Background: an optimization exercise with open tools, aiming at small area. Do not read the settings as production practice. Function was checked by simulation only, so behaviour that the tests miss may differ from the original. No activity file was given, so power comes from the tool's default toggle rates.

## build 91
==> flow/design.v <==
`default_nettype none
package pw_data_pkg;
   typedef logic [8-1:0] pixel_t;
   typedef logic [4*8-1:0] pixel_group_u;
   typedef logic [3*3*8-1:0] feature_t;
endpackage
`default_nettype wire
`default_nettype none
package pw_ctrl_pkg;
   typedef logic [3-1:0] group_idx_t;
   typedef logic [3:0] group_count_t;
   typedef logic [$clog2(4)-1:0] bank_slot_t;
   typedef logic [1:0] col_count_t;
endpackage
`default_nettype wire
`timescale 1ns/1ps
`default_nettype none
module window_loader (
   input  logic                      clk,
   input  logic                      rst_n,
   input  logic                      frame_start,
   input  pw_ctrl_pkg::group_count_t num_groups,
   input  logic                      col_valid,
   input  logic                      rd_en,
   output logic                      load,
   output logic                      col_last,
   output logic                      rd_fire,
   output logic                      window_ready
);
   localparam pw_ctrl_pkg::col_count_t full_cols = pw_ctrl_pkg::col_count_t'(3);
   pw_ctrl_pkg::group_idx_t group_cnt;
   pw_ctrl_pkg::col_count_t loaded_cnt;
   assign col_last = col_valid &&
                     (pw_ctrl_pkg::group_count_t'(group_cnt) == num_groups - pw_ctrl_pkg::group_count_t'(1));
   assign load = col_valid && !frame_start;
   always_ff @(posedge clk or negedge rst_n) begin
      if (!rst_n) begin
         group_cnt  <= '0;
         loaded_cnt <= '0;
      end else if (frame_start) begin
         group_cnt  <= '0;
         loaded_cnt <= '0;
      end else if (col_valid) begin
         if (col_last) begin
            group_cnt <= '0;
            if (loaded_cnt != full_cols) begin
               loaded_cnt <= loaded_cnt + pw_ctrl_pkg::col_count_t'(1);
            end
         end else begin
            group_cnt <= group_cnt + pw_ctrl_pkg::group_idx_t'(1);
         end
      end
   end
   always_ff @(posedge clk or negedge rst_n) begin
      if (!rst_n) begin
         window_ready <= 1'b0;
      end else if (frame_start) begin
         window_ready <= 1'b0;
      end else if (col_last && loaded_cnt == full_cols - pw_ctrl_pkg::col_count_t'(1)) begin
         window_ready <= 1'b1;
      end
   end
   assign rd_fire  = rd_en && window_ready;
endmodule
`default_nettype wire
`timescale 1ns/1ps
`default_nettype none
module column_bank (
   input  logic                                                       clk,
   input  logic [8-1:0]                                  wr_en,
   input  logic [8-1:0][3*4*8-1:0] wr_data,
   output logic [8-1:0][3*4*8-1:0] col_data
);
   for (genvar g = 0; g < 8; g++) begin : g_word
      always_ff @(posedge clk) begin
         if (wr_en[g]) begin
            col_data[g] <= wr_data[g];
         end
      end
   end
endmodule
`default_nettype wire
`timescale 1ns/1ps
`default_nettype none
module column_bank_array (
   input  logic                                              clk,
   input  logic                                              rst_n,
   input  logic                                              load,
   input  logic                                              col_last,
   input  pw_data_pkg::pixel_group_u                         data0,
   input  pw_data_pkg::pixel_group_u                         data1,
   input  pw_data_pkg::pixel_group_u                         data2,
   output logic [3-1:0][8-1:0][3*4*8-1:0] win_data
);
   localparam int W = 3*4*8;
   localparam int G = 8;
   logic [W-1:0]         in_word1, in_word2;
   logic                 in_valid1, in_valid2;
   logic                 in_last1, in_last2;
   logic                 in_hold2, in_keep2;
   logic [G-1:1][W-1:0]  fill_data;
   logic [G-1:0][W-1:0]  next_col;
   always_ff @(posedge clk) begin
      in_word1 <= {data2, data1, data0};
      in_word2 <= in_word1;
   end
   always_ff @(posedge clk or negedge rst_n) begin
      if (!rst_n) begin
         in_valid1 <= 1'b0;
         in_last1  <= 1'b0;
         in_valid2 <= 1'b0;
         in_last2  <= 1'b0;
         in_hold2  <= 1'b1;
         in_keep2  <= 1'b1;
      end else begin
         in_valid1 <= load;
         in_last1  <= load && col_last;
         in_valid2 <= in_valid1;
         in_last2  <= in_last1;
         in_hold2  <= !in_valid1;
         in_keep2  <= !in_last1;
      end
   end
   assign next_col = {in_word2, fill_data};
   always_ff @(posedge clk) begin
      fill_data <= (next_col[G-1:1] & {((G-1)*W){in_valid2}}) |
                   (fill_data       & {((G-1)*W){in_hold2}});
   end
   always_ff @(posedge clk) begin
      win_data[2] <= (next_col    & {(G*W){in_last2}}) | (win_data[2] & {(G*W){in_keep2}});
      win_data[1] <= (win_data[2] & {(G*W){in_last2}}) | (win_data[1] & {(G*W){in_keep2}});
      win_data[0] <= (win_data[1] & {(G*W){in_last2}}) | (win_data[0] & {(G*W){in_keep2}});
   end
endmodule
`default_nettype wire
`timescale 1ns/1ps
`default_nettype none
module window_assembler (
   input  logic                                              clk,
   input  logic                                              rst_n,
   input  logic                                              frame_start,
   input  logic                                              rd_fire,
   input  pw_ctrl_pkg::group_count_t                         num_groups,
   input  pw_ctrl_pkg::group_idx_t                           rd_group,
   input  logic [3-1:0][8-1:0][3*4*8-1:0] win_data,
   output logic                                              out_valid,
   output pw_data_pkg::feature_t                             feature1,
   output pw_data_pkg::feature_t                             feature2,
   output pw_data_pkg::feature_t                             feature3,
   output pw_data_pkg::feature_t                             feature4
);
   logic                    fire_d;
   pw_ctrl_pkg::group_idx_t grp_d;
   logic [8-1:0] sel_q;
   pw_data_pkg::feature_t   feat [4];
   always_ff @(posedge clk or negedge rst_n) begin
      if (!rst_n) begin
         fire_d    <= 1'b0;
         out_valid <= 1'b0;
      end else if (frame_start) begin
         fire_d    <= 1'b0;
         out_valid <= 1'b0;
      end else begin
         fire_d    <= rd_fire;
         out_valid <= fire_d;
      end
   end
   always_ff @(posedge clk) begin
      grp_d <= rd_group - pw_ctrl_pkg::group_idx_t'(num_groups);
      for (int g = 0; g < 8; g++) begin
         sel_q[g] <= (grp_d == pw_ctrl_pkg::group_idx_t'(g));
      end
   end
   for (genvar c = 0; c < 3; c++) begin : g_col
      logic [3*4*8-1:0] word;
      always_comb begin
         word = '0;
         for (int g = 0; g < 8; g++) begin
            word = word | (win_data[c][g] & {(3*4*8){sel_q[g]}});
         end
      end
      for (genvar r = 0; r < 3; r++) begin : g_row
         for (genvar k = 0; k < 4; k++) begin : g_lane
            assign feat[k][(r*3 + c)*8 +: 8] =
                   word[(r*4 + k)*8 +: 8];
         end
      end
   end
   assign feature1 = feat[0];
   assign feature2 = feat[1];
   assign feature3 = feat[2];
   assign feature4 = feat[3];
endmodule
`default_nettype wire
`timescale 1ns/1ps
`default_nettype none
module pixel_window (
   input  logic                      clk,
   input  logic                      rst_n,
   input  logic                      frame_start,
   input  pw_ctrl_pkg::group_count_t num_groups,
   input  logic                      col_valid,
   input  pw_data_pkg::pixel_group_u data0,
   input  pw_data_pkg::pixel_group_u data1,
   input  pw_data_pkg::pixel_group_u data2,
   input  logic                      rd_en,
   input  pw_ctrl_pkg::group_idx_t   rd_group,
   output logic                      window_ready,
   output logic                      out_valid,
   output pw_data_pkg::feature_t     feature1,
   output pw_data_pkg::feature_t     feature2,
   output pw_data_pkg::feature_t     feature3,
   output pw_data_pkg::feature_t     feature4
);
   logic                    load;
   logic                    col_last;
   logic                    rd_fire;
   logic [3-1:0][8-1:0][3*4*8-1:0] win_data;
   window_loader u_loader (
      .clk          (clk),
      .rst_n        (rst_n),
      .frame_start  (frame_start),
      .num_groups   (num_groups),
      .col_valid    (col_valid),
      .rd_en        (rd_en),
      .load         (load),
      .col_last     (col_last),
      .rd_fire      (rd_fire),
      .window_ready (window_ready)
   );
   column_bank_array u_banks (
      .clk      (clk),
      .rst_n    (rst_n),
      .load     (load),
      .col_last (col_last),
      .data0    (data0),
      .data1    (data1),
      .data2    (data2),
      .win_data (win_data)
   );
   window_assembler u_assembler (
      .clk         (clk),
      .rst_n       (rst_n),
      .frame_start (frame_start),
      .rd_fire     (rd_fire),
      .num_groups  (num_groups),
      .rd_group    (rd_group),
      .win_data    (win_data),
      .out_valid   (out_valid),
      .feature1    (feature1),
      .feature2    (feature2),
      .feature3    (feature3),
      .feature4    (feature4)
   );
endmodule
`default_nettype wire
Settings: LEC_CHECK=0, CAP_MARGIN=20, CORE_MARGIN=2, CORE_UTILIZATION=60, PLACE_DENSITY=0.75, SLEW_MARGIN=20; clock period 5.0 ns.
standard.sh (not shown) runs the stock make flow with config.mk's settings and CLKGATE_MAP_FILE= SYNTH_SCRIPT=/design/flow/synth_recipe.tcl, a recipe that flattens the netlist after the stock synthesis.
==> flow/flow/run.sh <==
#!/bin/bash
# Standard ORFS layout with three changes:
#  - port buffers use the smallest plain buffer (repair_design still resizes them as needed)
#  - CTS without dummy loads, with larger sink clusters on clkbuf_16
# Full make output goes to standard.log in the work folder; ORFS step logs stay under orfs/logs.
set -euo pipefail
cd "$(dirname "$0")/.."
bash standard.sh \
  "BUFFER_PORTS_ARGS=-buffer_cell sky130_fd_sc_hd__buf_1" \
  "CTS_ARGS=-sink_clustering_enable -repair_clock_nets -dont_use_dummy_load -buf_list sky130_fd_sc_hd__clkbuf_16 -sink_clustering_size 30 -sink_clustering_max_diameter 80" \
  finish > standard.log 2>&1
Here is what was changed in the inputs of build 46 compared with build 91.
--- a/flow/design.v
+++ b/flow/design.v
@@ -122,5 +122,5 @@
       end
    end
-   assign next_col = {in_word2, fill_data};
+   assign next_col = {~in_word2, fill_data};
    always_ff @(posedge clk) begin
       fill_data <= (next_col[G-1:1] & {((G-1)*W){in_valid2}}) |
@@ -152,5 +152,5 @@
    logic                    fire_d;
    pw_ctrl_pkg::group_idx_t grp_d;
-   logic [8-1:0] sel_q;
+   logic [8-1:0] sel_q;    
    pw_data_pkg::feature_t   feat [4];
    always_ff @(posedge clk or negedge rst_n) begin
@@ -169,5 +169,5 @@
       grp_d <= rd_group - pw_ctrl_pkg::group_idx_t'(num_groups);
       for (int g = 0; g < 8; g++) begin
-         sel_q[g] <= (grp_d == pw_ctrl_pkg::group_idx_t'(g));
+         sel_q[g] <= (grp_d != pw_ctrl_pkg::group_idx_t'(g));
       end
    end
@@ -175,8 +175,9 @@
       logic [3*4*8-1:0] word;
       always_comb begin
-         word = '0;
+         word = '1;
          for (int g = 0; g < 8; g++) begin
-            word = word | (win_data[c][g] & {(3*4*8){sel_q[g]}});
-         end
+            word = word & (win_data[c][g] | {(3*4*8){sel_q[g]}});
+         end
+         word = ~word;
       end
       for (genvar r = 0; r < 3; r++) begin : g_row
Findings:
Build 46 has completed all stages; timing, DRC and antenna checks passed.
Die footprint of build 46 falls short of that of build 91 slightly.
On area taken by flip-flops and latches, build 46 and build 91 are neck and neck.
Measured against each other, build 46 and build 91 differ in unique cell type count in the Yosys netlist, the higher figure coming from build 46.
Taking build 91 as the reference point, the count of placed standard cells in the final layout, fillers left out of build 46 rises by 1.4%.
Build 46 vs build 91 on worst hold slack: build 46 is the lower one.
Going from build 91 to build 46, part of the total power dissipated in combinational logic grows by 5.4 points.
Build 46 vs build 91 — sequential share of layout area rose 0.78 points.
Final area, build 46 and build 91, lower one = build 46.
Build 91 → build 46: met1 global-route usage went up 0.36 points; post-route fraction of the period consumed by the critical path went up 3.7 points.

## re-timing with driven ports
In the flow no input, the clock included, has a driving cell. The finished layouts below were timed again as built, in two steps. Step 1 (the two cells are an assumption about what drives the block):
set clk [get_ports {clk}]
set_driving_cell -lib_cell sky130_fd_sc_hd__clkbuf_16 $clk
set_driving_cell -lib_cell sky130_fd_sc_hd__buf_2 [delete_from_list [all_inputs] $clk]
Step 2 also shifts input and output timing later by t, the mid clock arrival at the registers, as if the neighbouring blocks saw the same clock. a / b / c = no drivers / after step 1 / after step 2; a / b = the first two.
| run | shift t [ns] | setup slack, ns | clock arrival spread, ns | cell pins on the clock port's net |
|---|---|---|---|---|
| build 91 | 0.887 | 0.810 / 0.719 / 1.607 | 0.076 / 0.075 | 1 |
| build 46 | 0.889 | 0.627 / 0.536 / 1.425 | 0.100 / 0.100 | 1 |
After both steps setup and hold are still met in every run listed.
